Source: an optimization exercise on an open RTL-to-GDS flow (aim: small area and a short achievable clock period). Production flows keep margins and buffers that such runs may drop.
Only simulation tests tie the RTL to the original design; equivalence was not proved.
Power is estimated from default activity; no workload was simulated.

==> design/flow/design.v <==
package cpu_pkg;
    typedef logic [31:0] word_t;      
    typedef logic [4:0]  reg_addr_t;  
    typedef logic [31:0] inst_t;      
    typedef struct packed {
        logic      wr_en;     
        reg_addr_t wr_addr;
        logic      a_reg;     
        logic      a_sa;      
        logic      b_reg;     
        logic      b_lo;      
        logic      b_hi;      
        logic [3:0] tt;       
        logic      shift;     
        logic      left;      
        logic      arith;     
    } dec_t;
    typedef struct packed {
        logic      wr_en;
        reg_addr_t wr_addr;
        logic [3:0] tt;
        logic      shift;
        logic      left;
        logic      arith;
        word_t     a;
        word_t     b;
    } id_ex_t;
    typedef struct packed {
        logic      wr_en;
        reg_addr_t wr_addr;
        word_t     data;
    } wb_t;
endpackage
`timescale 1ns/1ps
module inst_decoder
(
    input  cpu_pkg::inst_t i_inst,
    output cpu_pkg::dec_t  o_dec
);
    logic [5:0] op;
    logic [5:0] fn;
    assign op = i_inst[31:26];
    assign fn = i_inst[5:0];
    logic special;
    logic is_rlog;   
    logic is_shf;    
    logic is_shv;    
    logic is_ilog;   
    logic is_lui;
    always_comb
    begin
        special = (op == 6'b000000);
        is_rlog = special && (fn[5:2] == 4'b1001);
        is_shf  = special && (fn[5:2] == 4'b0000) && (fn[1:0] != 2'b01);
        is_shv  = special && (fn[5:2] == 4'b0001) && (fn[1:0] != 2'b01);
        is_ilog = (op[5:2] == 4'b0011) && (op[1:0] != 2'b11);
        is_lui  = (op == 6'b001111);
        o_dec.wr_addr = special ? i_inst[15:11] : i_inst[20:16];
        o_dec.wr_en   = (is_rlog || is_shf || is_shv || is_ilog || is_lui) && (o_dec.wr_addr != 5'd0);
        o_dec.a_reg = !is_shf;
        o_dec.a_sa  = is_shf;
        o_dec.b_reg = special;
        o_dec.b_hi  = !special && (op[1:0] == 2'b11);
        o_dec.b_lo  = !special && (op[1:0] != 2'b11);
        case (special ? fn[1:0] : op[1:0])
            2'b00:   o_dec.tt = 4'b1000;  
            2'b01:   o_dec.tt = 4'b1110;  
            2'b10:   o_dec.tt = 4'b0110;  
            default: o_dec.tt = special ? 4'b0001 : 4'b1010;  
        endcase
        o_dec.shift = special && !fn[5];
        o_dec.left  = !fn[1];
        o_dec.arith = fn[0];
    end
endmodule
`timescale 1ns/1ps
module id_stage
(
    input  logic               clk,
    input  logic               rst,
    input  cpu_pkg::inst_t     i_inst,
    output logic [31:1]        o_sel_a,
    output logic [31:1]        o_sel_b,
    output cpu_pkg::word_t     o_xa,
    output cpu_pkg::word_t     o_xb,
    input  cpu_pkg::word_t     i_a,        
    input  cpu_pkg::word_t     i_b,
    input  cpu_pkg::wb_t       i_ex_fwd,   
    output cpu_pkg::id_ex_t    o_id_ex
);
    cpu_pkg::dec_t dec;
    logic [4:0]    rs;
    logic [4:0]    rt;
    logic [15:0]   imm;
    logic [4:0]    sa;
    logic          hit_a;
    logic          hit_b;
    inst_decoder u_dec
    (
        .i_inst (i_inst),
        .o_dec  (dec)
    );
    assign rs  = i_inst[25:21];
    assign rt  = i_inst[20:16];
    assign sa  = i_inst[10:6];
    assign imm = i_inst[15:0];
    assign hit_a = i_ex_fwd.wr_en && (i_ex_fwd.wr_addr == rs);
    assign hit_b = i_ex_fwd.wr_en && (i_ex_fwd.wr_addr == rt);
    always_comb
    begin
        for (int i = 1; i < 32; i++)
        begin
            o_sel_a[i] = dec.a_reg && !hit_a && (rs == 5'(i));
            o_sel_b[i] = dec.b_reg && !hit_b && (rt == 5'(i));
        end
        o_xa = ({32{dec.a_reg && hit_a}} & i_ex_fwd.data)
             | {27'b0, sa & {5{dec.a_sa}}};
        o_xb = ({32{dec.b_reg && hit_b}} & i_ex_fwd.data)
             | {16'b0, imm & {16{dec.b_lo}}}
             | {imm & {16{dec.b_hi}}, 16'b0};
    end
    always_ff @(posedge clk)
    begin
        o_id_ex.a       <= i_a;
        o_id_ex.b       <= i_b;
        o_id_ex.wr_addr <= dec.wr_addr;
        o_id_ex.tt      <= dec.tt;
        o_id_ex.shift   <= dec.shift;
        o_id_ex.left    <= dec.left;
        o_id_ex.arith   <= dec.arith;
        if (rst)
            o_id_ex.wr_en <= 1'b0;
        else
            o_id_ex.wr_en <= dec.wr_en;
    end
endmodule
`timescale 1ns/1ps
module ex_stage
(
    input  logic            clk,
    input  logic            rst,
    input  cpu_pkg::id_ex_t i_id_ex,
    output cpu_pkg::wb_t    o_ex_fwd,  
    output cpu_pkg::wb_t    o_mem      
);
    cpu_pkg::word_t a;
    cpu_pkg::word_t b;
    cpu_pkg::word_t lres;
    cpu_pkg::word_t sres;
    cpu_pkg::word_t result;
    logic [4:0]     amt;
    logic [62:0]    w;
    logic           fill;
    assign a = i_id_ex.a;
    assign b = i_id_ex.b;
    always_comb
        for (int i = 0; i < 32; i++)
            lres[i] = i_id_ex.tt[{a[i], b[i]}];
    assign fill = i_id_ex.arith & b[31];
    assign amt  = a[4:0] ^ {5{i_id_ex.left}};
    assign w    = i_id_ex.left ? {b, 31'b0} : {{31{fill}}, b};
    assign sres = 32'(w >> amt);
    assign result = i_id_ex.shift ? sres : lres;
    always_comb
    begin
        o_ex_fwd.wr_en   = i_id_ex.wr_en;
        o_ex_fwd.wr_addr = i_id_ex.wr_addr;
        o_ex_fwd.data    = result;
    end
    always_ff @(posedge clk)
    begin
        o_mem.wr_addr <= i_id_ex.wr_addr;
        o_mem.data    <= result;
        if (rst)
            o_mem.wr_en <= 1'b0;
        else
            o_mem.wr_en <= i_id_ex.wr_en;
    end
endmodule
`timescale 1ns/1ps
module regfile
(
    input  logic           clk,
    input  logic           rst,
    input  logic [31:1]    i_sel_a,    
    input  logic [31:1]    i_sel_b,    
    input  cpu_pkg::word_t i_xa,       
    input  cpu_pkg::word_t i_xb,       
    output cpu_pkg::word_t o_a,
    output cpu_pkg::word_t o_b,
    input  logic [31:1]    i_we,       
    input  cpu_pkg::word_t i_wdata
);
    cpu_pkg::word_t regs [1:31];
    cpu_pkg::word_t wd;
    logic [31:1]    we;
    assign wd = i_wdata & {32{~rst}};
    assign we = i_we | {31{rst}};
    always_ff @(posedge clk)
    begin
        for (int i = 1; i < 32; i++)
            if (we[i])
                regs[i] <= wd;
    end
    always_comb
    begin
        o_a = i_xa;
        o_b = i_xb;
        for (int i = 1; i < 32; i++)
        begin
            o_a = o_a | (regs[i] & {32{i_sel_a[i]}});
            o_b = o_b | (regs[i] & {32{i_sel_b[i]}});
        end
    end
endmodule
`timescale 1ns/1ps
module cpu_core
(
    input  logic  clk,
    input  logic  rst,
    input  cpu_pkg::inst_t       i_inst,     
    output logic        o_wr_en,    
    output logic [4:0]  o_wr_addr,
    output logic [31:0] o_wr_data
);
    cpu_pkg::wb_t       o_wb;
    assign o_wr_en   = o_wb.wr_en;
    assign o_wr_addr = o_wb.wr_addr;
    assign o_wr_data = o_wb.data;
    logic [31:1]        sel_a;
    logic [31:1]        sel_b;
    cpu_pkg::word_t     xa;
    cpu_pkg::word_t     xb;
    cpu_pkg::word_t     a;
    cpu_pkg::word_t     b;
    cpu_pkg::wb_t       ex_fwd;
    cpu_pkg::id_ex_t    id_ex;
    logic [31:1]        we;
    id_stage u_id
    (
        .clk      (clk),
        .rst      (rst),
        .i_inst   (i_inst),
        .o_sel_a  (sel_a),
        .o_sel_b  (sel_b),
        .o_xa     (xa),
        .o_xb     (xb),
        .i_a      (a),
        .i_b      (b),
        .i_ex_fwd (ex_fwd),
        .o_id_ex  (id_ex)
    );
    ex_stage u_ex
    (
        .clk      (clk),
        .rst      (rst),
        .i_id_ex  (id_ex),
        .o_ex_fwd (ex_fwd),
        .o_mem    (o_wb)
    );
    always_comb
        for (int i = 1; i < 32; i++)
            we[i] = ex_fwd.wr_en && (ex_fwd.wr_addr == 5'(i));
    regfile u_rf
    (
        .clk     (clk),
        .rst     (rst),
        .i_sel_a (sel_a),
        .i_sel_b (sel_b),
        .i_xa    (xa),
        .i_xb    (xb),
        .o_a     (a),
        .o_b     (b),
        .i_we    (we),
        .i_wdata (ex_fwd.data)
    );
endmodule
==> design/flow/run.sh <==
#!/bin/bash
# synth_recipe.tcl (not shown) runs the flow's synth.tcl, then flattens the netlist and writes it again
# the make line also repeats each setting of config.mk as NAME=value (left out here)
make -C /OpenROAD-flow-scripts/flow DESIGN_CONFIG=/design/flow/config.mk WORK_HOME=/design/flow/orfs CLKGATE_MAP_FILE= SYNTH_SCRIPT=/design/flow/synth_recipe.tcl finish
==> design/flow/config.mk <==
export PLATFORM = sky130hd
export DESIGN_NAME = cpu_core
export DESIGN_NICKNAME = cpu_core
export VERILOG_FILES = /design/flow/design.v
export SDC_FILE = /design/flow/constraint.sdc
export NUM_CORES = 4
export LEC_CHECK = 0
export CAP_MARGIN = 20
export CORE_MARGIN = 2
export CORE_UTILIZATION = 30
export SLEW_MARGIN = 20
==> design/flow/constraint.sdc <==
create_clock -name core_clock -period 5.0 [get_ports {clk}]
set_input_delay 1.0000 -clock core_clock [delete_from_list [all_inputs] [get_ports {clk}]]
set_output_delay 1.0000 -clock core_clock [all_outputs]
set_load 0.01 [all_outputs]
==> flow_metrics.py, run 1 <==
metrics = {
    "die": {
        "die_y_um": 424,
        "initial_core_util_pct": 30.1,
        "std_cell_rows": 154,
        "dieArea_mm2": 0.180,
        "core_area_mm2": 0.176,
        "io_pins": 72,
        "die_w_um": 424,
    },
    "critical_path": {
        "r2r_cells": 10,
        "cp_slowest_stage_delay_ns": 0.90,
        "crit_arrival_ns": 5.31,
        "crit_slowest_cell": "nor3_2",
        "cp_max_fo": 5,
        "cp-end-kind": "register",
        "cp_cell_sequence": "buf_4 > mux2i_1 > mux2_2 > o21a_1 > a31oi_1 > a211oi_1 > nor3_2 > nand2_1 > nand4_1 > buf_12",
        "crit_required_ns": 5.74,
        "start_kind": "register",
        "worstSetupPathType": "reg2reg",
    },
    "cells_and_area": {
        "layout.nets": 4532,
        "final_util_pct": 37.2,
        "drive_gt1_share_pct": 22.6,
        "stdcell_count": 6958,
        "final_common_cell": "edfxtp_1",
        "fin_area_mm2": 0.0653,
        "area_growth_pct": 23.4,
        "mostFrequentLayoutCells": "992 x edfxtp_1, 456 x buf_4, 385 x a22oi_1",
    },
    "sta": {
        "hold_violations": 0,
        "finalClockSkew_ns": 0.0432,
        "slew-limit-headroom_pct": 14.5,
        "min_period_over_period_pct": 91.4,
        "slew_viol_final": 0,
        "finalCriticalPeriod_ns": 4.57,
        "rsz0062_at_grt": "no",
        "worst_pin_slew_ns": 1.27,
        "setup_viol": 0,
        "tns_ns": 0,
        "fmaxAchievable_mhz": 219,
    },
    "grt": {
        "grt_use_total_pct": 40.6,
        "grt_pass1_wl_um": 479000,
        "antenna_found_initial": 34,
        "overflow": 0,
        "grt_max_degree": 48,
        "grt_pass1_vias": 46500,
    },
    "synth": {
        "synth.distinct_cells": 93,
        "yosysWarnings": 6,
        "mappedNetlistArea_mm2": 0.0529,
        "async_flop_share_pct": 0,
        "synth-edff-count": 992,
        "synthCells": 4100,
        "ys_ff_latch": 1107,
        "synth-seq-area-share_pct": 60.6,
        "syn-num-nets": 4135,
        "ys.flop_type": "edfxtp_1",
        "syn_area_per_cell_um2": 12.9,
    },
    "min_path": {
        "hold_depth": 2,
        "hold_class": "reg2reg",
    },
    "placed_design": {
        "port_buffers": 71,
        "gp_congestion": 1.10,
        "hpwl_um": 259000,
        "placed_area_mm2": 0.0612,
        "dp.cells": 6714,
    },
    "route": {
        "dr.first_iter.drc_count": 11500,
        "drc": 0,
        "via_count": 50800,
        "wl_per_cell_um": 54.1,
        "firstDrtPassIters": 9,
        "wl_um": 377000,
        "ant_nets": 0,
        "routed_via_density": 7.29,
    },
    "clock_network": {
        "worstSkewPairLatency_ns": 0.80,
        "cts_buffer_depth": 3,
        "cts_tree": "built",
        "post_cts_resized": 0,
        "holdBufCountCts": 0,
        "cts.sinks": 1107,
        "clockRootBuffer": "clkbuf_16",
        "path_clk_slew_ns": 0.07,
        "postCtsSetupBuffers": 0,
        "numCtsBuffers": 119,
        "htree_levels": 3,
    },
    "power_and_ir_drop": {
        "p_per_area_mw_per_mm2": 393,
        "fin_total_pwr_w": 0.0257,
        "ir_worst_vdd_uv": 326,
        "p_leak_nw": 22.5,
    },
    "status": {
        "status": "timing/DRC/antenna clean",
    },
    "flow_run": {
        "maxCapViolCount": 0,
    },
}
-- power by group --
| group | internal [W] | total [W] | switching (W) |
|---|---|---|---|
| logic | 0.00127 | 0.00425 | 0.00298 |
| registers | 0.0112 | 0.0121 | 0.000923 |
| clock network | 0.00523 | 0.00933 | 0.00410 |
-- logic make-up after synthesis --
family | count (synthesis) | synth area share [%]
fa+ha+maj | 1 | 0.0236
buf+inv | 377 | 3.05
compound gates | 1459 | 21.2
flops | 1107 | 60.6
simple gates | 856 | 8.29
xor+xnor | 12 | 0.199
mux | 288 | 6.61
-- worst max-delay path: cells and delay by family, from the launching register on --
| kind | cells | cell delay, ns |
|---|---|---|
| buffers and inverters | 2 | 0.43 |
| AO/OA/AOI/OAI | 3 | 1.32 |
| multiplexers | 2 | 0.47 |
| flip-flops | 1 | 0.86 |
| AND/OR/NAND/NOR | 3 | 1.39 |
-- layout make-up --
class	count	area, um^2
repair buffers	620	5970
inverters	33	124
fillers	16900	110000
diodes	17	42.5
well taps	2340	2930
clock buffers	152	3180
multi-input cells	2616	20200
flip-flops and latches	1107	32100
clock inverters	73	802
-- metal layers --
layer | wire length, um | global-route usage (%)
met3 | 54800 | 16.5
met2 | 153000 | 57.5
met1 | 130000 | 48.2
met5 | 202 | 0
met4 | 38500 | 33.0
-- sequential cells by signal, indices dropped and copies added, names as in the netlist --
register / flops
u_id.o_id_ex: 77
u_rf.regs: 992
u_ex.o_mem: 38
-- cells in the mapped netlist, types with 23 or more instances --
cell type | instances | share of area (%)
clkbuf_1 | 205 | 1.5
mux2_2 | 62 | 1.3
a211oi_1 | 28 | 0.40
nor4_1 | 32 | 0.38
a22o_1 | 192 | 3.2
a32oi_1 | 23 | 0.38
o22ai_1 | 68 | 0.80
mux2i_1 | 183 | 3.5
nand4_1 | 76 | 0.90
inv_1 | 31 | 0.22
buf_1 | 34 | 0.24
nor3_1 | 73 | 0.69
o21ai_0 | 128 | 1.2
a221oi_1 | 190 | 3.1
a31oi_1 | 34 | 0.40
nand2b_1 | 27 | 0.32
dfxtp_1 | 115 | 4.4
mux4_2 | 43 | 1.8
and3_1 | 24 | 0.28
a21oi_1 | 125 | 1.2
nor2b_1 | 31 | 0.37
nand2_1 | 244 | 1.7
edfxtp_1 | 992 | 56
nand3_1 | 84 | 0.79
nor2_1 | 154 | 1.1
buf_2 | 86 | 0.81
a22oi_1 | 385 | 5.5
a222oi_1 | 36 | 0.68
-- metrics by stage --
stage / hold WS [ns] / setup WS (ns)
global placement: 0.505 / -0.139
CTS: 0.546 / 0.485
floorplan: 0.332 / 1.13
detailed placement: 0.532 / -0.0265
finish: 0.556 / 0.432
global route: 0.582 / 0.515
-- worst paths after layout --
kind / from / end / slack [ns]
setup / recovery: u_id.o_id_ex[2]$_DFF_P_ / u_id.o_id_ex[52]$_DFF_P_ / 0.43
hold / removal: u_rf.regs[25][12]$_DFFE_PP_ / u_id.o_id_ex[44]$_DFF_P_ / 0.56
setup reg to reg: u_id.o_id_ex[2]$_DFF_P_ / u_id.o_id_ex[52]$_DFF_P_ / 0.43
hold reg to reg: u_rf.regs[25][12]$_DFFE_PP_ / u_id.o_id_ex[44]$_DFF_P_ / 0.56
==> run 2: changes to the inputs <==
--- a/design/flow/design.v
+++ b/design/flow/design.v
@@ -23,4 +23,6 @@
         logic      left;
         logic      arith;
+        logic      fwd_a;     
+        logic      fwd_b;     
         word_t     a;
         word_t     b;
@@ -86,5 +88,4 @@
     input  cpu_pkg::word_t     i_a,        
     input  cpu_pkg::word_t     i_b,
-    input  cpu_pkg::wb_t       i_ex_fwd,   
     output cpu_pkg::id_ex_t    o_id_ex
 );
@@ -94,6 +95,4 @@
     logic [15:0]   imm;
     logic [4:0]    sa;
-    logic          hit_a;
-    logic          hit_b;
     inst_decoder u_dec
     (
@@ -105,17 +104,13 @@
     assign sa  = i_inst[10:6];
     assign imm = i_inst[15:0];
-    assign hit_a = i_ex_fwd.wr_en && (i_ex_fwd.wr_addr == rs);
-    assign hit_b = i_ex_fwd.wr_en && (i_ex_fwd.wr_addr == rt);
     always_comb
     begin
         for (int i = 1; i < 32; i++)
         begin
-            o_sel_a[i] = dec.a_reg && !hit_a && (rs == 5'(i));
-            o_sel_b[i] = dec.b_reg && !hit_b && (rt == 5'(i));
+            o_sel_a[i] = dec.a_reg && (rs == 5'(i));
+            o_sel_b[i] = dec.b_reg && (rt == 5'(i));
         end
-        o_xa = ({32{dec.a_reg && hit_a}} & i_ex_fwd.data)
-             | {27'b0, sa & {5{dec.a_sa}}};
-        o_xb = ({32{dec.b_reg && hit_b}} & i_ex_fwd.data)
-             | {16'b0, imm & {16{dec.b_lo}}}
+        o_xa = {27'b0, sa & {5{dec.a_sa}}};
+        o_xb = {16'b0, imm & {16{dec.b_lo}}}
              | {imm & {16{dec.b_hi}}, 16'b0};
     end
@@ -124,4 +119,6 @@
         o_id_ex.a       <= i_a;
         o_id_ex.b       <= i_b;
+        o_id_ex.fwd_a   <= dec.a_reg && o_id_ex.wr_en && (o_id_ex.wr_addr == rs);
+        o_id_ex.fwd_b   <= dec.b_reg && o_id_ex.wr_en && (o_id_ex.wr_addr == rt);
         o_id_ex.wr_addr <= dec.wr_addr;
         o_id_ex.tt      <= dec.tt;
@@ -141,5 +138,5 @@
     input  logic            rst,
     input  cpu_pkg::id_ex_t i_id_ex,
-    output cpu_pkg::wb_t    o_ex_fwd,  
+    output cpu_pkg::wb_t    o_ex,      
     output cpu_pkg::wb_t    o_mem      
 );
@@ -151,7 +148,11 @@
     logic [4:0]     amt;
     logic [62:0]    w;
+    logic [46:0]    w4;
+    logic [38:0]    w3;
+    logic [34:0]    w2;
+    logic [32:0]    w1;
     logic           fill;
-    assign a = i_id_ex.a;
-    assign b = i_id_ex.b;
+    assign a = i_id_ex.fwd_a ? o_mem.data : i_id_ex.a;
+    assign b = i_id_ex.fwd_b ? o_mem.data : i_id_ex.b;
     always_comb
         for (int i = 0; i < 32; i++)
@@ -160,11 +161,15 @@
     assign amt  = a[4:0] ^ {5{i_id_ex.left}};
     assign w    = i_id_ex.left ? {b, 31'b0} : {{31{fill}}, b};
-    assign sres = 32'(w >> amt);
+    assign w4   = amt[4] ? w[62:16] : w[46:0];
+    assign w3   = amt[3] ? w4[46:8] : w4[38:0];
+    assign w2   = amt[2] ? w3[38:4] : w3[34:0];
+    assign w1   = amt[1] ? w2[34:2] : w2[32:0];
+    assign sres = amt[0] ? w1[32:1] : w1[31:0];
     assign result = i_id_ex.shift ? sres : lres;
     always_comb
     begin
-        o_ex_fwd.wr_en   = i_id_ex.wr_en;
-        o_ex_fwd.wr_addr = i_id_ex.wr_addr;
-        o_ex_fwd.data    = result;
+        o_ex.wr_en   = i_id_ex.wr_en;
+        o_ex.wr_addr = i_id_ex.wr_addr;
+        o_ex.data    = result;
     end
     always_ff @(posedge clk)
@@ -189,12 +194,15 @@
     output cpu_pkg::word_t o_a,
     output cpu_pkg::word_t o_b,
-    input  logic [31:1]    i_we,       
-    input  cpu_pkg::word_t i_wdata
+    input  cpu_pkg::wb_t   i_wr        
 );
     cpu_pkg::word_t regs [1:31];
     cpu_pkg::word_t wd;
     logic [31:1]    we;
-    assign wd = i_wdata & {32{~rst}};
-    assign we = i_we | {31{rst}};
+    always_comb
+    begin
+        wd = i_wr.data & {32{~rst}};
+        for (int i = 1; i < 32; i++)
+            we[i] = rst || (i_wr.wr_en && (i_wr.wr_addr == 5'(i)));
+    end
     always_ff @(posedge clk)
     begin
@@ -234,7 +242,6 @@
     cpu_pkg::word_t     a;
     cpu_pkg::word_t     b;
-    cpu_pkg::wb_t       ex_fwd;
+    cpu_pkg::wb_t       ex;
     cpu_pkg::id_ex_t    id_ex;
-    logic [31:1]        we;
     id_stage u_id
     (
@@ -248,5 +255,4 @@
         .i_a      (a),
         .i_b      (b),
-        .i_ex_fwd (ex_fwd),
         .o_id_ex  (id_ex)
     );
@@ -256,10 +262,7 @@
         .rst      (rst),
         .i_id_ex  (id_ex),
-        .o_ex_fwd (ex_fwd),
+        .o_ex     (ex),
         .o_mem    (o_wb)
     );
-    always_comb
-        for (int i = 1; i < 32; i++)
-            we[i] = ex_fwd.wr_en && (ex_fwd.wr_addr == 5'(i));
     regfile u_rf
     (
@@ -272,6 +275,5 @@
         .o_a     (a),
         .o_b     (b),
-        .i_we    (we),
-        .i_wdata (ex_fwd.data)
-    );
-endmodule
+        .i_wr    (ex)
+    );
+endmodule
--- a/design/flow/config.mk
+++ b/design/flow/config.mk
@@ -8,4 +8,5 @@
 export CAP_MARGIN = 20
 export CORE_MARGIN = 2
-export CORE_UTILIZATION = 30
+export CORE_UTILIZATION = 45
+export SETUP_SLACK_MARGIN = 2.0
 export SLEW_MARGIN = 20
==> flow_metrics.py, run 2 <==
metrics = {
    "status": {
        "status": "timing/DRC/antenna clean",
    },
    "sta": {
        "min_period_over_period_pct": 68.8,
        "fmaxAchievable_mhz": 291,
        "finalClockSkew_ns": 0.0561,
        "slew_viol_final": 0,
        "rsz0062_at_grt": "yes",
        "finalCriticalPeriod_ns": 3.44,
        "worst_pin_slew_ns": 1.24,
        "setup_viol": 0,
        "tns_ns": 0,
        "slew-limit-headroom_pct": 17.6,
        "hold_violations": 0,
    },
    "cells_and_area": {
        "drive_gt1_share_pct": 34.8,
        "largest_reg_flops": 992,
        "top_register": "u_rf.regs",
        "stdcell_count": 6310,
        "num-fill-cells": 8124,
        "mostFrequentLayoutCells": "992 x edfxtp_1, 791 x a22oi_1, 490 x buf_4",
        "area_growth_pct": 41.1,
        "final_common_cell": "edfxtp_1",
        "reg_top3": "u_rf.regs: 992 flops, u_id.o_id_ex: 79 flops, u_ex.o_mem: 38 flops",
        "layout.nets": 4737,
    },
    "power_and_ir_drop": {
        "p_per_area_mw_per_mm2": 377,
        "ir_worst_vdd_uv": 426,
        "p_leak_nw": 25.8,
    },
    "clock_network": {
        "htree_levels": 3,
        "cts_tree": "built",
        "numCtsBuffers": 112,
        "path_clk_slew_ns": 0.06,
        "worstSkewPairLatency_ns": 0.77,
        "cts_buffer_depth": 3,
        "clockRootBuffer": "clkbuf_16",
        "cts.sinks": 1109,
    },
    "synth": {
        "synth.distinct_cells": 73,
        "yosysTopAreaCellShare_pct": 59.2,
        "synth_top_cell_by_area": "edfxtp_1",
        "async_flop_share_pct": 0,
        "mappedNetlistArea_mm2": 0.0503,
        "yosysWarnings": 5,
        "syn-num-nets": 3934,
        "ys.flop_type": "edfxtp_1",
        "synthCells": 3899,
        "synth-edff-count": 992,
        "ys_ff_latch": 1109,
        "synth_area_leaders": "edfxtp_1 59%, a22oi_1 13%, dfxtp_1 4.7%, nand2_1 2.8%, mux2i_1 2.2%",
        "yosysMostFrequentCell": "edfxtp_1",
        "syn_area_per_cell_um2": 12.9,
        "synth-seq-area-share_pct": 63.8,
        "synthTopCellsByCount": "992 x edfxtp_1, 870 x a22oi_1, 377 x nand2_1",
    },
    "placed_design": {
        "gp_congestion": 1.09,
        "port_buffers": 71,
        "dp.cells": 5478,
        "hpwl_um": 172000,
    },
    "die": {
        "std_cell_rows": 122,
        "dieArea_mm2": 0.115,
        "die_y_um": 338,
        "core_area_mm2": 0.111,
        "initial_core_util_pct": 45.4,
        "io_pins": 72,
        "die_w_um": 338,
    },
    "grt": {
        "overflow": 0,
        "grt_pass1_vias": 46800,
        "antenna_found_initial": 19,
        "grt_use_total_pct": 51.4,
        "grt_max_degree": 65,
        "grt_pass1_wl_um": 401000,
    },
    "route": {
        "via_count": 51400,
        "ant_nets": 0,
        "drc": 0,
        "routed_via_density": 8.15,
        "firstDrtPassIters": 17,
        "wl_um": 308000,
        "dr.first_iter.drc_count": 14200,
        "wl_per_cell_um": 48.9,
    },
    "critical_path": {
        "cp_slowest_stage_delay_ns": 0.44,
        "r2r_cells": 16,
        "start_kind": "register",
        "crit_arrival_ns": 3.96,
        "cp-end-kind": "register",
        "cp_max_fo": 8,
        "worst-path-buf-inv": 9,
        "cpLargestDelayFamily": "buffers and inverters",
        "cp_cell_sequence": "buf_4 > mux2i_4 > buf_12 > xnor2_4 > buf_12 > buf_4 > buf_4 > nand2_1 > o22ai_1 > o21ai_0 > buf_4 > a32oi_1 > buf_4 > a21oi_4 > buf_6 > buf_16",
        "crit_slowest_cell": "dfxtp_4",
        "cp.depth": 16,
        "cpMostUsedCell": "buf_4",
        "worstSetupPathType": "reg2reg",
        "crit_required_ns": 5.52,
    },
    "min_path": {
        "hold_depth": 0,
        "hold_class": "reg2reg",
    },
    "flow_run": {
        "maxCapViolCount": 0,
    },
}
[run 2: where the power goes]
group	switching (W)	leakage (nW)	internal [W]
combinational	0.00326	12.7	0.00228
clock	0.00382	1.91	0.00530
sequential	0.000925	11.2	0.0112
[run 2: area by class of cell]
type	instances	area, um^2	share of cell area (%)
multi-input combinational	2479	20900	29.5
inverter	13	51.3	0.0722
clock inverter	69	861	1.21
antenna	23	57.6	0.0810
tap	1488	1860	2.62
sequential	1109	32200	45.3
timing repair buffer	987	12000	17.0
clock buffer	142	3060	4.31
[run 2: routing by layer]
layer  vias up  share of wire (%)  wire, um  track usage [%]
li1      17800                  -         -                -
met1     24300                 30     92900             57.9
met2      6737                 38    117000             68.3
met3      2523                 19     58700             29.3
met4        34                 12     38300             45.9
met5         -               0.41      1270             4.63
[run 2: final timing paths]
| path | start | slack [ns] | end |
|---|---|---|---|
| max | u_id.o_id_ex[65]$_DFF_P_ | 1.56 | u_rf.regs[11][20]$_DFFE_PP_ |
| min | u_id.o_id_ex[75]$_DFF_P_ | 0.53 | u_ex.o_mem[34]$_DFF_P_ |
| min reg2reg | u_id.o_id_ex[75]$_DFF_P_ | 0.53 | u_ex.o_mem[34]$_DFF_P_ |
| max reg2reg | u_id.o_id_ex[65]$_DFF_P_ | 1.56 | u_rf.regs[11][20]$_DFFE_PP_ |
[run 2: cell families after synthesis]
logic type,after synthesis,synth area share (%)
XOR/XNOR,15,0.261
adder cells (fa/ha/maj),1,0.0249
AO/OA/AOI/OAI,1370,20.4
AND/OR/NAND/NOR,904,8.58
flip-flops,1109,63.8
multiplexers,183,4.44
buffers and inverters,317,2.50
[run 2: timing repair]
| item | in CTS | in global routing |
|---|---|---|
| pin swaps | 168 | 133 |
| gates cloned | 71 | 15 |
| setup buffers | 350 | 162 |
| resized for setup | 674 | 251 |
| endpoints found under the hold margin | 0 | 0 |
| hold buffers | 0 | 0 |
| endpoints found under the setup margin | 1262 | 1303 |
[run 2: through the flow]
| stage | utilization [%] | area [um^2] | hold slack, ns | worst slack [ns] | total power (W) |
|---|---|---|---|---|---|
| floorplan | - | 50900 | 0.329 | 1.21 | 0.0134 |
| global placement | 50.5 | 56000 | 0.491 | 0.604 | 0.0154 |
| detailed placement | 50.5 | 56000 | 0.475 | 0.579 | 0.0154 |
| CTS | 61.3 | 68000 | 0.489 | 1.67 | 0.0257 |
| global route | 64.0 | 71000 | 0.538 | 1.58 | 0.0271 |
| finish | 64.1 | 71000 | 0.527 | 1.56 | 0.0268 |
==> run 3: changes to the inputs <==
--- a/design/flow/design.v
+++ b/design/flow/design.v
@@ -9,5 +9,4 @@
         logic      a_sa;      
         logic      b_reg;     
-        logic      b_lo;      
         logic      b_hi;      
         logic [3:0] tt;       
@@ -64,5 +63,4 @@
         o_dec.b_reg = special;
         o_dec.b_hi  = !special && (op[1:0] == 2'b11);
-        o_dec.b_lo  = !special && (op[1:0] != 2'b11);
         case (special ? fn[1:0] : op[1:0])
             2'b00:   o_dec.tt = 4'b1000;  
@@ -88,4 +86,6 @@
     input  cpu_pkg::word_t     i_a,        
     input  cpu_pkg::word_t     i_b,
+    input  cpu_pkg::wb_t       i_mem,      
+    input  logic [31:1]        i_mem_we,   
     output cpu_pkg::id_ex_t    o_id_ex
 );
@@ -95,4 +95,6 @@
     logic [15:0]   imm;
     logic [4:0]    sa;
+    logic          hit_a;
+    logic          hit_b;
     inst_decoder u_dec
     (
@@ -104,19 +106,32 @@
     assign sa  = i_inst[10:6];
     assign imm = i_inst[15:0];
+    assign hit_a = i_mem.wr_en && (i_mem.wr_addr == rs);
+    assign hit_b = i_mem.wr_en && (i_mem.wr_addr == rt);
     always_comb
     begin
         for (int i = 1; i < 32; i++)
         begin
-            o_sel_a[i] = dec.a_reg && (rs == 5'(i));
-            o_sel_b[i] = dec.b_reg && (rt == 5'(i));
+            o_sel_a[i] = (rs == 5'(i)) && !i_mem_we[i];
+            o_sel_b[i] = (rt == 5'(i)) && !i_mem_we[i];
         end
-        o_xa = {27'b0, sa & {5{dec.a_sa}}};
-        o_xb = {16'b0, imm & {16{dec.b_lo}}}
-             | {imm & {16{dec.b_hi}}, 16'b0};
+        o_xa = {32{hit_a}} & i_mem.data;
+        o_xb = {32{hit_b}} & i_mem.data;
+    end
+    cpu_pkg::word_t a_d;
+    cpu_pkg::word_t b_d;
+    always_comb
+    begin
+        a_d       = i_a;
+        a_d[4:0]  = dec.a_sa ? sa : i_a[4:0];
+        case ({dec.b_reg, dec.b_hi})
+            2'b00:   b_d = {16'b0, imm};
+            2'b01:   b_d = {imm, 16'b0};
+            default: b_d = i_b;
+        endcase
     end
     always_ff @(posedge clk)
     begin
-        o_id_ex.a       <= i_a;
-        o_id_ex.b       <= i_b;
+        o_id_ex.a       <= a_d;
+        o_id_ex.b       <= b_d;
         o_id_ex.fwd_a   <= dec.a_reg && o_id_ex.wr_en && (o_id_ex.wr_addr == rs);
         o_id_ex.fwd_b   <= dec.b_reg && o_id_ex.wr_en && (o_id_ex.wr_addr == rt);
@@ -139,5 +154,6 @@
     input  cpu_pkg::id_ex_t i_id_ex,
     output cpu_pkg::wb_t    o_ex,      
-    output cpu_pkg::wb_t    o_mem      
+    output cpu_pkg::wb_t    o_mem,     
+    output logic [31:1]     o_mem_we   
 );
     cpu_pkg::word_t a;
@@ -181,4 +197,6 @@
         else
             o_mem.wr_en <= i_id_ex.wr_en;
+        for (int i = 1; i < 32; i++)
+            o_mem_we[i] <= !rst && i_id_ex.wr_en && (i_id_ex.wr_addr == 5'(i));
     end
 endmodule
@@ -194,5 +212,6 @@
     output cpu_pkg::word_t o_a,
     output cpu_pkg::word_t o_b,
-    input  cpu_pkg::wb_t   i_wr        
+    input  logic [31:1]    i_we,       
+    input  cpu_pkg::word_t i_wdata
 );
     cpu_pkg::word_t regs [1:31];
@@ -201,7 +220,6 @@
     always_comb
     begin
-        wd = i_wr.data & {32{~rst}};
-        for (int i = 1; i < 32; i++)
-            we[i] = rst || (i_wr.wr_en && (i_wr.wr_addr == 5'(i)));
+        wd = i_wdata & {32{~rst}};
+        we = i_we | {31{rst}};
     end
     always_ff @(posedge clk)
@@ -244,4 +262,5 @@
     cpu_pkg::wb_t       ex;
     cpu_pkg::id_ex_t    id_ex;
+    logic [31:1]        mem_we;
     id_stage u_id
     (
@@ -255,4 +274,6 @@
         .i_a      (a),
         .i_b      (b),
+        .i_mem    (o_wb),
+        .i_mem_we (mem_we),
         .o_id_ex  (id_ex)
     );
@@ -263,5 +284,6 @@
         .i_id_ex  (id_ex),
         .o_ex     (ex),
-        .o_mem    (o_wb)
+        .o_mem    (o_wb),
+        .o_mem_we (mem_we)
     );
     regfile u_rf
@@ -275,5 +297,6 @@
         .o_a     (a),
         .o_b     (b),
-        .i_wr    (ex)
+        .i_we    (mem_we),
+        .i_wdata (o_wb.data)
     );
 endmodule
--- a/design/flow/config.mk
+++ b/design/flow/config.mk
@@ -9,4 +9,6 @@
 export CORE_MARGIN = 2
 export CORE_UTILIZATION = 45
-export SETUP_SLACK_MARGIN = 2.0
+export CTS_CLUSTER_DIAMETER = 80
+export CTS_CLUSTER_SIZE = 20
+export SETUP_SLACK_MARGIN = 2.5
 export SLEW_MARGIN = 20
==> flow_metrics.py, run 3 <==
metrics = {
    "min_path": {
        "hold_class": "reg2reg",
        "hold_depth": 0,
    },
    "die": {
        "dieArea_mm2": 0.115,
        "core_area_mm2": 0.112,
        "die_y_um": 340,
        "io_pins": 72,
        "std_cell_rows": 123,
        "die_w_um": 340,
        "initial_core_util_pct": 45.2,
    },
    "sta": {
        "setup_viol": 0,
        "hold_violations": 0,
        "finalClockSkew_ns": 0.0404,
        "slew-limit-headroom_pct": 13.5,
        "min_period_over_period_pct": 59.8,
        "slew_viol_final": 0,
        "finalCriticalPeriod_ns": 2.99,
        "setup_slack_ns": 2.01,
        "rsz0062_at_grt": "yes",
        "hold_slack_ns": 0.459,
        "worst_pin_slew_ns": 1.30,
        "fmaxAchievable_mhz": 335,
    },
    "placed_design": {
        "placed_area_mm2": 0.0559,
        "dp_slack_ns": 0.347,
        "hpwl_um": 164000,
        "port_buffers": 71,
        "gp_congestion": 1.00,
    },
    "synth": {
        "syn_area_per_cell_um2": 13.8,
        "synthTopCellsByCount": "992 x edfxtp_1, 364 x a22oi_1, 273 x a221oi_1",
        "ys.flop_type": "edfxtp_1",
        "synthCells": 3663,
        "async_flop_share_pct": 0,
        "synth_area_leaders": "edfxtp_1 59%, dfxtp_1 5.8%, a22oi_1 5.4%, a221oi_1 4.7%, a22o_1 4.6%",
        "synth_top_cell_by_area": "edfxtp_1",
        "syn-num-nets": 3698,
        "ys_ff_latch": 1140,
        "yosysWarnings": 5,
        "synth-edff-count": 992,
        "mappedNetlistArea_mm2": 0.0507,
        "yosysMostFrequentCell": "edfxtp_1",
        "yosysTopAreaCellShare_pct": 58.8,
        "synth.distinct_cells": 69,
        "synth-seq-area-share_pct": 64.6,
    },
    "clock_network": {
        "htree_levels": 3,
        "worstSkewPairLatency_ns": 0.73,
        "clockRootBuffer": "clkbuf_16",
        "path_clk_slew_ns": 0.09,
        "cts_buffer_depth": 3,
        "cts_tree": "built",
        "numCtsBuffers": 71,
        "cts.sinks": 1140,
    },
    "power_and_ir_drop": {
        "p_per_area_mw_per_mm2": 351,
        "p_leak_nw": 23.4,
        "ir_worst_vdd_uv": 251,
    },
    "critical_path": {
        "cp_max_fo": 5,
        "endpoint": "u_id.o_id_ex[10]$_DFF_P_",
        "r2r_cells": 10,
        "cp_cell_sequence": "buf_6 > buf_6 > nand2b_4 > buf_6 > buf_6 > nor3_4 > buf_12 > buf_8 > buf_12 > a22o_1 > a221oi_2 > nand4_1 > a2111oi_4 > o21ai_1",
        "r2r-start": "u_id.o_id_ex[64]$_DFF_P_",
        "worstSetupPathType": "in2reg",
        "crit_arrival_ns": 3.63,
        "cp-end-kind": "register",
        "crit_required_ns": 5.64,
        "cpMostUsedCell": "buf_6",
        "cp-startpoint": "i_inst[19]",
        "cp_slowest_stage_delay_ns": 0.84,
        "r2r_end": "u_ex.o_mem[15]$_DFF_P_",
        "start_kind": "input port",
        "reg2reg_slack_ns": 2.15,
        "crit_slowest_cell": "nor3_4",
    },
    "cells_and_area": {
        "final_util_pct": 59.6,
        "top_register": "u_rf.regs",
        "num-fill-cells": 8512,
        "drive_gt1_share_pct": 33.8,
        "largest_reg_flops": 992,
        "area_growth_pct": 31.8,
        "fin_area_mm2": 0.0668,
        "mostFrequentLayoutCells": "992 x edfxtp_1, 445 x buf_4, 342 x a22oi_1",
        "layout.nets": 4280,
        "final_common_cell": "edfxtp_1",
        "reg_top3": "u_rf.regs: 992 flops, u_id.o_id_ex: 79 flops, u_ex.o_mem: 38 flops",
    },
    "route": {
        "dr.first_iter.drc_count": 12800,
        "via_count": 49500,
        "wl_per_cell_um": 53.2,
        "firstDrtPassIters": 14,
        "wl_um": 311000,
        "routed_via_density": 8.48,
        "ant_nets": 0,
        "drc": 0,
    },
    "grt": {
        "grt_use_total_pct": 50.9,
        "grt_pass1_vias": 44300,
        "antenna_found_initial": 33,
        "grt_max_degree": 49,
        "grt_pass1_wl_um": 396000,
        "overflow": 0,
    },
    "flow_run": {
        "maxCapViolCount": 0,
    },
    "status": {
        "status": "timing/DRC/antenna clean",
    },
}
run 3: cell count changes in the layout (fill, tap and decap cells not counted), moves of 47 or more:
cell and delta:
nand2_1 -213, nand4_1 +47, a22o_1 +220, buf_6 -67
a22oi_1 -449, a22oi_2 -57, a221oi_2 +95, a221oi_1 +121
run 3: timing repair:
item | CTS | global route
hold buffers | 0 | 0
pin swaps | 151 | 159
cloned | 29 | 12
gates resized for setup | 611 | 216
setup endpoints to repair | 264 | 97
buffers inserted | 302 | 131
endpoints found under the hold margin | 0 | 0
run 3: final cells by class:
| class | instances | area [um^2] | area share (%) |
|---|---|---|---|
| tap | 1500 | 1880 | 2.81 |
| multi-input combinational | 2211 | 20200 | 30.2 |
| sequential | 1140 | 32900 | 49.2 |
| antenna | 45 | 113 | 0.169 |
| timing repair buffer | 816 | 9650 | 14.4 |
| clock inverter | 15 | 166 | 0.249 |
| clock buffer | 109 | 1940 | 2.90 |
| inverter | 5 | 18.8 | 0.0281 |
run 3: per-layer routing:
metal	share of wire, %	global-route usage (%)	vias to the layer above
met3	19	30.1	2492
met4	12	43.0	40
met5	0.39	1.59	-
met2	38	68.6	6521
met1	30	56.8	23700
li1	-	-	16800
run 3: stage by stage:
stage | power [W] | std cells | setup TNS, ns
CTS | 0.0225 | 5652 | 0
detailed placement | 0.0156 | 5197 | 0
finish | 0.0234 | 5841 | 0
floorplan | 0.0137 | 3663 | 0
global route | 0.0236 | 5804 | 0
global placement | 0.0157 | 5194 | -0.0997
run 3: worst max-delay path, delay by kind of cell:
family | cells | cell delay, ns
buffers and inverters | 7 | 1.00
AOI/OAI and AO/OA | 4 | 0.41
and+or+nand+nor | 3 | 1.21
run 3: where the power goes:
group | switching, W | leakage, nW | internal [W]
clock | 0.00351 | 1.01 | 0.00276
sequential | 0.000821 | 11.4 | 0.0115
combinational | 0.00309 | 10.9 | 0.00179
total | 0.00743 | 23.4 | 0.0160
run 3: worst min path at each step:
stage | to | start
6_report | u_ex.o_mem[33]$_DFF_P_ | u_id.o_id_ex[74]$_DFF_P_
3_5_place_dp | u_ex.o_mem[33]$_DFF_P_ | u_id.o_id_ex[74]$_DFF_P_
5_1_grt | u_ex.o_mem[33]$_DFF_P_ | u_id.o_id_ex[74]$_DFF_P_
2_1_floorplan | u_ex.o_mem[36]$_DFF_P_ | u_id.o_id_ex[77]$_DFF_P_
4_1_cts | u_ex.o_mem[33]$_DFF_P_ | u_id.o_id_ex[74]$_DFF_P_
3_3_place_gp | u_ex.o_mem[33]$_DFF_P_ | u_id.o_id_ex[74]$_DFF_P_
run 3: logic make-up (layout without fill, tap and decap cells):
kind of cell	Yosys count	after routing	synth area share [%]
AND/OR/NAND/NOR	719	719	7.44
AO/OA/AOI/OAI	1279	1279	20.3
buffers and inverters	316	945	2.77
XOR/XNOR	27	27	0.466
flip-flops	1140	1140	64.6
adder cells (fa/ha/maj)	1	1	0.0247
multiplexers	181	185	4.41
other	0	45	0
==> run 4: changes to the inputs <==
==> design/flow/flow/run.sh (new file) <==
#!/bin/bash
# The standard layout, with the resizer free to change a cell's footprint
# when it sizes cells for timing (the platform default keeps footprints).
# Runs in the standard flow's work folder; each step's output goes to a log file here,
# and ORFS's own per-step logs stay under orfs/logs.
set -euo pipefail
bash standard.sh synth > synth.log 2>&1
bash standard.sh MATCH_CELL_FOOTPRINT=0 finish > layout.log 2>&1
==> design/flow/standard.sh (new file) <==
#!/bin/bash
# synth_recipe.tcl (not shown) runs the flow's synth.tcl, then flattens the netlist and writes it again
# the make line also repeats each setting of config.mk as NAME=value (left out here)
make -C /OpenROAD-flow-scripts/flow DESIGN_CONFIG=/design/flow/config.mk WORK_HOME=/design/flow/orfs CLKGATE_MAP_FILE= SYNTH_SCRIPT=/design/flow/synth_recipe.tcl "${@:-finish}"
removed: design/flow/run.sh
==> flow_metrics.py, run 4 <==
metrics = {
    "die": {
        "core_area_mm2": 0.112,
        "io_pins": 72,
        "die_y_um": 340,
        "die_w_um": 340,
        "initial_core_util_pct": 45.2,
        "dieArea_mm2": 0.115,
        "std_cell_rows": 123,
    },
    "cells_and_area": {
        "largest_reg_flops": 992,
        "multi_input_area_mm2": 0.0198,
        "num-fill-cells": 8707,
        "layout.nets": 4140,
        "top_register": "u_rf.regs",
        "final_common_cell": "edfxtp_1",
        "area_growth_pct": 27.3,
        "final-seq-area_mm2": 0.0329,
        "drive_gt1_share_pct": 30.1,
        "stdcell_count": 5682,
        "mostFrequentLayoutCells": "992 x edfxtp_1, 372 x buf_4, 351 x a22oi_1",
        "final_util_pct": 57.5,
        "reg_top3": "u_rf.regs: 992 flops, u_id.o_id_ex: 79 flops, u_ex.o_mem: 38 flops",
    },
    "sta": {
        "setup_viol": 0,
        "worst_pin_slew_ns": 1.23,
        "min_period_over_period_pct": 54.1,
        "fmaxAchievable_mhz": 370,
        "rsz0062_at_grt": "yes",
        "hold_violations": 0,
        "finalCriticalPeriod_ns": 2.71,
        "finalClockSkew_ns": 0.0363,
        "tns_ns": 0,
        "slew-limit-headroom_pct": 18.0,
        "slew_viol_final": 0,
        "setup_slack_ns": 2.29,
    },
    "synth": {
        "yosysTopAreaCellShare_pct": 58.8,
        "synth-seq-area-share_pct": 64.6,
        "syn_area_per_cell_um2": 13.8,
        "synthTopCellsByCount": "992 x edfxtp_1, 364 x a22oi_1, 273 x a221oi_1",
        "synth.distinct_cells": 69,
        "synth_area_leaders": "edfxtp_1 59%, dfxtp_1 5.8%, a22oi_1 5.4%, a221oi_1 4.7%, a22o_1 4.6%",
        "ys_ff_latch": 1140,
        "synth-edff-count": 992,
        "synth_top_cell_by_area": "edfxtp_1",
        "ys.flop_type": "edfxtp_1",
        "yosysMostFrequentCell": "edfxtp_1",
        "async_flop_share_pct": 0,
        "syn-num-nets": 3698,
        "synthCells": 3663,
        "yosysWarnings": 5,
        "mappedNetlistArea_mm2": 0.0507,
    },
    "route": {
        "ant_nets": 0,
        "firstDrtPassIters": 11,
        "dr.first_iter.drc_count": 12000,
        "drc": 0,
        "wl_um": 294000,
        "via_count": 47400,
        "routed_via_density": 8.34,
        "wl_per_cell_um": 51.7,
    },
    "clock_network": {
        "cts_buffer_depth": 3,
        "cts.sinks": 1140,
        "clockRootBuffer": "clkbuf_16",
        "path_clk_slew_ns": 0.08,
        "htree_levels": 3,
        "cts_tree": "built",
        "numCtsBuffers": 74,
        "worstSkewPairLatency_ns": 0.73,
    },
    "critical_path": {
        "cp-end-kind": "register",
        "cp_max_fo": 5,
        "worstSetupPathType": "in2reg",
        "start_kind": "input port",
        "crit_required_ns": 5.58,
        "crit_arrival_ns": 3.29,
        "cpMostUsedCell": "buf_6",
        "cp_cell_sequence": "buf_8 > buf_8 > nand2b_4 > buf_6 > nor3_4 > buf_6 > buf_6 > buf_4 > a221oi_2 > nand4_1 > a2111oi_4 > o21ai_1",
        "crit_slowest_cell": "a2111oi_4",
        "r2r_end": "u_ex.o_mem[7]$_DFF_P_",
        "cp_slowest_stage_delay_ns": 0.61,
        "cp-startpoint": "i_inst[19]",
        "r2r-start": "u_id.o_id_ex[65]$_DFF_P_",
        "reg2reg_slack_ns": 2.30,
        "endpoint": "u_id.o_id_ex[18]$_DFF_P_",
        "cpLargestDelayFamily": "compound AO/OA/AOI/OAI gates",
        "cp.depth": 12,
        "r2r_cells": 11,
        "worst-path-buf-inv": 6,
    },
    "status": {
        "status": "timing/DRC/antenna clean",
    },
    "power_and_ir_drop": {
        "p_leak_nw": 22.6,
        "seqPwrFrac_pct": 52.7,
        "switchingPower_w": 0.00724,
        "ir_worst_vdd_uv": 279,
        "p_int_w": 0.0160,
        "power.combinational.fraction_pct": 19.2,
        "p_per_area_mw_per_mm2": 360,
        "clockPowerShare_pct": 28.1,
        "swShare_pct": 31.1,
    },
    "placed_design": {
        "hpwl_um": 158000,
        "dp_slack_ns": 0.477,
        "gp_congestion": 1.02,
        "dp.cells": 5169,
        "port_buffers": 71,
    },
    "grt": {
        "grt_use_total_pct": 48.2,
        "grt_pass1_wl_um": 376000,
        "grt_pass1_vias": 42300,
        "overflow": 0,
        "antenna_found_initial": 19,
        "grt_max_degree": 48,
    },
    "flow_run": {
        "maxCapViolCount": 0,
    },
    "min_path": {
        "hold_class": "reg2reg",
    },
}
run 4: cell count changes in the layout (fill, tap and decap cells not counted), sizes merged, moves of 10 or more:
cell | previous run | this run
buf | 734 | 589
dlymetal6s2s | 0 | 35
diode | 45 | 16
bufbuf | 10 | 0
dlygate4sd2 | 33 | 0
clkbuf | 122 | 143
run 4: power groups by stage:
stage	Sequential [W]	Combinational, W	Clock [W]
2_1_floorplan	0.0120	0.00166	0
6_report	0.0123	0.00447	0.00652
4_1_cts	0.0121	0.00372	0.00644
3_3_place_gp	0.0124	0.00311	0
5_1_grt	0.0123	0.00446	0.00682
3_5_place_dp	0.0124	0.00309	0
run 4: kinds of logic after synthesis:
| group | after synthesis | synth area share [%] |
|---|---|---|
| fa+ha+maj | 1 | 0.0247 |
| buf+inv | 316 | 2.77 |
| mux | 181 | 4.41 |
| xor+xnor | 27 | 0.466 |
| simple gates | 719 | 7.44 |
| compound gates | 1279 | 20.3 |
| flops | 1140 | 64.6 |
run 4: cell type report:
class | instances | area share [%]
clock inverter | 19 | 0.378
sequential | 1140 | 50.9
inverter | 5 | 0.0291
tap | 1500 | 2.91
antenna | 16 | 0.0620
clock buffer | 118 | 3.21
timing repair buffer | 671 | 11.8
multi-input combinational | 2213 | 30.7
run 4: per-stage QoR:
stage	cell area [um^2]	hold WS [ns]	power, W
after global routing	64500	0.466	0.0235
final	64500	0.474	0.0233
after floorplan	52200	0.326	0.0137
after global placement	55500	0.477	0.0155
after detailed placement	55600	0.457	0.0155
after CTS	61800	0.467	0.0223
run 4: layer usage:
metal / share of wire (%) / vias up / global-route usage, %
met3: 19 / 1958 / 25.9
met2: 39 / 6084 / 65.1
met4: 11 / 14 / 37.4
met1: 31 / 22800 / 56.9
met5: 0.059 / - / 0.940
li1: - / 16500 / -
run 4: what timing repair did:
action,in CTS,in global routing
cloned,19,8
resized for setup,417,281
endpoints found under the setup margin,342,118
setup buffers,202,131
pin swaps,85,146
hold buffers,0,0
run 4: worst min-delay path by stage:
stage	from	endpoint	slack (ns)	cells past startpoint
floorplan	u_id.o_id_ex[77]$_DFF_P_	u_ex.o_mem[36]$_DFF_P_	0.33	0
CTS	u_id.o_id_ex[74]$_DFF_P_	u_ex.o_mem[33]$_DFF_P_	0.47	0
global route	u_id.o_id_ex[74]$_DFF_P_	u_ex.o_mem[33]$_DFF_P_	0.47	0
global placement	u_id.o_id_ex[75]$_DFF_P_	u_ex.o_mem[34]$_DFF_P_	0.48	0
detailed placement	u_id.o_id_ex[74]$_DFF_P_	u_ex.o_mem[33]$_DFF_P_	0.46	0
finish	u_id.o_id_ex[74]$_DFF_P_	u_ex.o_mem[33]$_DFF_P_	0.47	0

separate check: timing with driven ports:
The results above use ideal ports. As a check the final layouts listed here were re-extracted and re-timed, cells and wires unchanged.
Step 1 assumes that a clkbuf_16 drives the clock port and a buf_2 every other input.
Step 2, shift: input delay + t, output delay - t, t = (earliest + latest rising clock arrival at the registers) / 2. This alone moves slack from input paths to output paths.
a / b / c = no drivers / after step 1 / after step 2; a / b = the first two.
| run | t (ns) | setup slack, ns | worst hold slack (ns) | clock arrival spread, ns | worst data-port slew with drivers (ns) |
|---|---|---|---|---|---|
| run 1 | 0.866 | 0.432 / 0.432 / -0.219 | 0.556 / 0.556 / 0.556 | 0.044 / 0.044 | 0.03 |
| run 2 | 0.812 | 1.558 / 1.558 / 1.052 | 0.527 / 0.527 / 0.527 | 0.056 / 0.056 | 0.05 |
| run 3 | 0.777 | 2.011 / 2.049 / 1.272 | 0.459 / 0.459 / 0.459 | 0.051 / 0.050 | 0.20 |
| run 4 | 0.787 | 2.294 / 2.295 / 1.529 | 0.474 / 0.474 / 0.474 | 0.052 / 0.052 | 0.06 |
With both steps, setup timing fails in run 1, where it was met with ideal ports. For run 4, which loses most, drivers alone change the setup slack by +0.001 ns; drivers and shift together by -0.765 ns.
